This is an optimization exercise on Yosys and OpenROAD, whose aim is small area, a short achievable clock period and few clock cycles per item, not a production implementation. Where RTL was checked, it was by simulation tests only, not by an equivalence proof against the original. Power figures rest on the tool's default switching activity, not on a simulated workload.

==> flow/design.v <==
package lmps_pkg;
  localparam int COLUMNS_DEF  = 8;
  localparam int CHANNELS_DEF = 15;
  localparam int PIXELS_DEF   = 5;
  localparam int OP_W       = 2;
  localparam int COORD_W    = 3;
  localparam int BYTE_W     = 8;
  localparam int DRIVE_W    = 15;
  localparam int IN_DATA_W  = 32;
  localparam int OUT_DATA_W = 24;
  localparam logic [3:0] TICK_LAST = 4'd15;
  localparam logic [OP_W-1:0] OP_TICK  = 2'd0;
  localparam logic [OP_W-1:0] OP_WRITE = 2'd1;
  localparam logic [OP_W-1:0] OP_CLEAR = 2'd2;
  localparam logic [OP_W-1:0] OP_NOP   = 2'd3;
  localparam logic [1:0] ACT_NONE  = 2'd0;
  localparam logic [1:0] ACT_SHIFT = 2'd1;
  localparam logic [1:0] ACT_RESET = 2'd2;
endpackage
module lmps_ram #(
  parameter int COLUMNS = 8,
  parameter int PIXELS  = 5,
  parameter int PW      = 15
) (
  input  logic                       clk,
  input  logic                       rst,
  input  logic                       we,
  input  logic [2:0]                 wcol,
  input  logic [2:0]                 wpix,
  input  logic [PW-1:0]              wdata,
  input  logic                       clr,
  input  logic [COLUMNS-1:0]         rsel,
  output logic [PIXELS*PW-1:0]       rdata,
  output logic [PIXELS-1:0]          rvalid
);
  logic [PW-1:0]     mem [COLUMNS][PIXELS];
  logic [PIXELS-1:0] vld [COLUMNS];
  always_ff @(posedge clk) begin
    for (int c = 0; c < COLUMNS; c++) begin
      for (int p = 0; p < PIXELS; p++) begin
        if (we && wcol == 3'(c) && wpix == 3'(p)) begin
          mem[c][p] <= wdata;
        end
      end
    end
  end
  always_ff @(posedge clk) begin
    for (int c = 0; c < COLUMNS; c++) begin
      for (int p = 0; p < PIXELS; p++) begin
        if (rst || clr) begin
          vld[c][p] <= 1'b0;
        end else if (we && wcol == 3'(c) && wpix == 3'(p)) begin
          vld[c][p] <= 1'b1;
        end
      end
    end
  end
  always_comb begin
    rdata  = '0;
    rvalid = '0;
    for (int c = 0; c < COLUMNS; c++) begin
      for (int p = 0; p < PIXELS; p++) begin
        rdata[p*PW +: PW] = rdata[p*PW +: PW] | (mem[c][p] & {PW{rsel[c]}});
      end
      rvalid = rvalid | (vld[c] & {PIXELS{rsel[c]}});
    end
  end
endmodule
module lmps_enc (
  input  logic [7:0] s,
  output logic [4:0] code
);
  logic lo;
  logic hi;
  assign lo   = (s[7:4] == 4'd0);
  assign hi   = (s[7:4] == 4'd1) && (s[3:0] <= 4'd13);
  assign code = hi ? {1'b1, s[3:0] + 4'd1} :
                lo ? {1'b0, s[3:0]} : 5'd0;
endmodule
module lmps_seq (
  input  logic [4:0] code,
  input  logic [3:0] t,
  output logic       on_hold,
  output logic       on_tick
);
  logic [3:0] w;
  logic       lt;
  logic       eq;
  assign w  = code[3:0];
  assign eq = (t == w);
  assign lt = (!t[3] && w[3]) || ((t[3] == w[3]) &&
              ((!t[2] && w[2]) || ((t[2] == w[2]) &&
              ((!t[1] && w[1]) || ((t[1] == w[1]) &&
              (!t[0] && w[0]))))));
  assign on_tick = code[4] ^ lt;
  assign on_hold = code[4] ^ (lt || eq);
endmodule
module led_matrix_pwm_scanner #(
  parameter int COLUMNS  = lmps_pkg::COLUMNS_DEF,
  parameter int CHANNELS = lmps_pkg::CHANNELS_DEF
) (
  input  logic                              clk,
  input  logic                              rst,
  input  logic                              s_tvalid,
  output logic                              s_tready,
  input  logic [lmps_pkg::IN_DATA_W-1:0]    s_tdata,
  input  logic [lmps_pkg::OP_W-1:0]         s_tuser,
  output logic                              m_tvalid,
  input  logic                              m_tready,
  output logic [lmps_pkg::OUT_DATA_W-1:0]   m_tdata
);
  localparam int PIXELS = lmps_pkg::PIXELS_DEF;
  localparam int PW     = 15;
  localparam int RW     = lmps_pkg::DRIVE_W + 2;
  logic              in_rdy;
  logic              cmd_v;
  logic [1:0]        cmd_op;
  logic [2:0]        cmd_col;
  logic [2:0]        cmd_row;
  logic [PW-1:0]     cmd_pix;
  logic [PW-1:0]     in_pix;
  logic [3:0]        tick_pos;
  logic [COLUMNS-1:0] col_oh;
  logic [PIXELS*PW-1:0] snap;
  logic [PIXELS-1:0] snap_vld;
  logic [RW-1:0]     out_d;
  logic              rdy_int;
  logic              sk_v;
  logic [1:0]        sk_act;
  logic              exec;
  logic              is_tick;
  logic              reload;
  logic              do_write;
  logic              do_clear;
  logic [PIXELS*PW-1:0] col_data;
  logic [PIXELS-1:0] col_vld;
  logic [CHANNELS-1:0] drive;
  logic [1:0]        action;
  logic              cmd_v_nx;
  logic              sk_v_nx;
  assign s_tready = in_rdy;
  assign m_tdata  = {7'b0000000, out_d};
  assign rdy_int  = !(cmd_v && sk_v);
  assign exec     = cmd_v && !sk_v;
  assign is_tick  = exec && (cmd_op == lmps_pkg::OP_TICK);
  assign reload   = is_tick && (tick_pos == lmps_pkg::TICK_LAST);
  assign do_write = exec && (cmd_op == lmps_pkg::OP_WRITE);
  assign do_clear = exec && (cmd_op == lmps_pkg::OP_CLEAR);
  lmps_enc u_enc_b (.s(s_tdata[21:14]), .code(in_pix[4:0]));
  lmps_enc u_enc_r (.s(s_tdata[13:6]),  .code(in_pix[9:5]));
  lmps_enc u_enc_g (.s(s_tdata[29:22]), .code(in_pix[14:10]));
  lmps_ram #(
    .COLUMNS (COLUMNS),
    .PIXELS  (PIXELS),
    .PW      (PW)
  ) u_frame (
    .clk    (clk),
    .rst    (rst),
    .we     (do_write),
    .wcol   (cmd_col),
    .wpix   (cmd_row),
    .wdata  (cmd_pix),
    .clr    (do_clear),
    .rsel   (col_oh),
    .rdata  (col_data),
    .rvalid (col_vld)
  );
  for (genvar k = 0; k < CHANNELS; k++) begin : g_drive
    logic [4:0] fc;
    logic       on_hold;
    logic       on_tick;
    assign fc = col_data[5*k +: 5];
    lmps_seq u_cmp (
      .code    (snap[5*k +: 5]),
      .t       (tick_pos),
      .on_hold (on_hold),
      .on_tick (on_tick)
    );
    assign drive[k] = reload  ? (col_vld[k/3] && !fc[4] && (fc[3:0] != 4'd0)) :
                      is_tick ? (snap_vld[k/3] && on_tick)
                              : (snap_vld[k/3] && on_hold);
  end
  assign action = !reload   ? lmps_pkg::ACT_NONE :
                  col_oh[COLUMNS-1] ? lmps_pkg::ACT_RESET : lmps_pkg::ACT_SHIFT;
  assign cmd_v_nx = rdy_int ? s_tvalid : (cmd_v && !exec);
  assign sk_v_nx  = (!m_tvalid || m_tready) ? 1'b0 : (sk_v || exec);
  always_ff @(posedge clk) begin
    if (rst) begin
      cmd_v  <= 1'b0;
      in_rdy <= 1'b1;
    end else begin
      cmd_v  <= cmd_v_nx;
      in_rdy <= !(cmd_v_nx && sk_v_nx);
    end
  end
  always_ff @(posedge clk) begin
    if (rdy_int) begin
      cmd_op  <= s_tuser;
      cmd_col <= s_tdata[2:0];
      cmd_row <= s_tdata[5:3];
      cmd_pix <= in_pix;
    end
  end
  always_ff @(posedge clk) begin
    if (rst) begin
      tick_pos <= '0;
      col_oh   <= COLUMNS'(1);
      snap_vld <= '0;
    end else if (is_tick) begin
      tick_pos <= reload ? 4'd1 : tick_pos + 4'd1;
      if (reload) begin
        col_oh   <= {col_oh[COLUMNS-2:0], col_oh[COLUMNS-1]};
        snap_vld <= col_vld;
      end
    end
  end
  always_ff @(posedge clk) begin
    if (reload) begin
      snap <= col_data;
    end
  end
  always_ff @(posedge clk) begin
    if (rst) begin
      m_tvalid <= 1'b0;
      sk_v     <= 1'b0;
    end else begin
      m_tvalid <= (m_tvalid && !m_tready) || sk_v || exec;
      sk_v     <= sk_v_nx;
    end
  end
  always_ff @(posedge clk) begin
    if (!m_tvalid || m_tready) begin
      out_d <= {sk_v ? sk_act : action, drive};
    end
    if (exec) begin
      sk_act <= action;
    end
  end
endmodule
Settings: LEC_CHECK=0, CAP_MARGIN=20, CORE_MARGIN=2, CORE_UTILIZATION=40, CTS_CLUSTER_DIAMETER=100, CTS_CLUSTER_SIZE=30, SETUP_SLACK_MARGIN=4.5, SLEW_MARGIN=20, TNS_END_PERCENT=0; clock period 7.0 ns.
run.sh (not shown) runs the stock make flow with config.mk's settings and CLKGATE_MAP_FILE= SYNTH_SCRIPT=/design/flow/synth_recipe.tcl, a recipe that flattens the netlist after the stock synthesis.
Testbench counts at the start, summed over its fixed seeds: cycles 12,016, items 12,000.
==> next run, changes <==
--- a/flow/design.v
+++ b/flow/design.v
@@ -112,21 +112,17 @@
   localparam int PIXELS = lmps_pkg::PIXELS_DEF;
   localparam int PW     = 15;
   localparam int RW     = lmps_pkg::DRIVE_W + 2;
   logic              in_rdy;
   logic              cmd_v;
-  logic [1:0]        cmd_op;
-  logic [2:0]        cmd_col;
-  logic [2:0]        cmd_row;
-  logic [PW-1:0]     cmd_pix;
+  logic              cmd_tick;
   logic [PW-1:0]     in_pix;
   logic [3:0]        tick_pos;
   logic [COLUMNS-1:0] col_oh;
   logic [PIXELS*PW-1:0] snap;
   logic [PIXELS-1:0] snap_vld;
   logic [RW-1:0]     out_d;
-  logic              rdy_int;
   logic              sk_v;
   logic [1:0]        sk_act;
   logic              exec;
   logic              is_tick;
   logic              reload;
@@ -138,16 +134,15 @@
   logic [1:0]        action;
   logic              cmd_v_nx;
   logic              sk_v_nx;
   assign s_tready = in_rdy;
   assign m_tdata  = {7'b0000000, out_d};
-  assign rdy_int  = !(cmd_v && sk_v);
   assign exec     = cmd_v && !sk_v;
-  assign is_tick  = exec && (cmd_op == lmps_pkg::OP_TICK);
+  assign is_tick  = exec && cmd_tick;
   assign reload   = is_tick && (tick_pos == lmps_pkg::TICK_LAST);
-  assign do_write = exec && (cmd_op == lmps_pkg::OP_WRITE);
-  assign do_clear = exec && (cmd_op == lmps_pkg::OP_CLEAR);
+  assign do_write = s_tvalid && in_rdy && (s_tuser == lmps_pkg::OP_WRITE);
+  assign do_clear = s_tvalid && in_rdy && (s_tuser == lmps_pkg::OP_CLEAR);
   lmps_enc u_enc_b (.s(s_tdata[21:14]), .code(in_pix[4:0]));
   lmps_enc u_enc_r (.s(s_tdata[13:6]),  .code(in_pix[9:5]));
   lmps_enc u_enc_g (.s(s_tdata[29:22]), .code(in_pix[14:10]));
   lmps_ram #(
     .COLUMNS (COLUMNS),
@@ -155,13 +150,13 @@
     .PW      (PW)
   ) u_frame (
     .clk    (clk),
     .rst    (rst),
     .we     (do_write),
-    .wcol   (cmd_col),
-    .wpix   (cmd_row),
-    .wdata  (cmd_pix),
+    .wcol   (s_tdata[2:0]),
+    .wpix   (s_tdata[5:3]),
+    .wdata  (in_pix),
     .clr    (do_clear),
     .rsel   (col_oh),
     .rdata  (col_data),
     .rvalid (col_vld)
   );
@@ -180,11 +175,11 @@
                       is_tick ? (snap_vld[k/3] && on_tick)
                               : (snap_vld[k/3] && on_hold);
   end
   assign action = !reload   ? lmps_pkg::ACT_NONE :
                   col_oh[COLUMNS-1] ? lmps_pkg::ACT_RESET : lmps_pkg::ACT_SHIFT;
-  assign cmd_v_nx = rdy_int ? s_tvalid : (cmd_v && !exec);
+  assign cmd_v_nx = in_rdy ? s_tvalid : (cmd_v && !exec);
   assign sk_v_nx  = (!m_tvalid || m_tready) ? 1'b0 : (sk_v || exec);
   always_ff @(posedge clk) begin
     if (rst) begin
       cmd_v  <= 1'b0;
       in_rdy <= 1'b1;
@@ -192,15 +187,12 @@
       cmd_v  <= cmd_v_nx;
       in_rdy <= !(cmd_v_nx && sk_v_nx);
     end
   end
   always_ff @(posedge clk) begin
-    if (rdy_int) begin
-      cmd_op  <= s_tuser;
-      cmd_col <= s_tdata[2:0];
-      cmd_row <= s_tdata[5:3];
-      cmd_pix <= in_pix;
+    if (in_rdy) begin
+      cmd_tick <= (s_tuser == lmps_pkg::OP_TICK);
     end
   end
   always_ff @(posedge clk) begin
     if (rst) begin
       tick_pos <= '0;
Effect:
- core utilization grows by 2.7 points
- non-clock buffer count climbs by 71
- flip-flop and latch count went down by 22
- global-route usage increases by 1.6 points
- power shrinks by a few percent
No functional check of the RTL was part of the second run of this note.

-- separate check: timing with driven ports --
How much do the figures lean on ideal ports? The routed layouts below were timed once more, with nothing changed but the port constraints. Step 1 assumes that a clkbuf_16 drives the clock port and a buf_2 every other input. Step 2, shift: input delay + t, output delay - t, t = (earliest + latest rising clock arrival at the registers) / 2. This alone moves slack from input paths to output paths. Slacks: ideal / step 1 / step 2; pairs: ideal / step 1.
run	t (ns)	setup WS [ns]	worst setup path after step 2	worst register clock-pin slew, ns	worst slew at a driven data input, ns
the first run	0.696	4.389 / 4.329 / 3.740	input to register	0.12 / 0.12	0.05
the second run	0.685	4.345 / 4.298 / 3.695	input to register	0.12 / 0.12	0.11
After both steps every run listed still meets setup and hold. The setup slack of the second run, which loses most, moves by -0.047 ns with the drivers and by -0.650 ns with both steps.
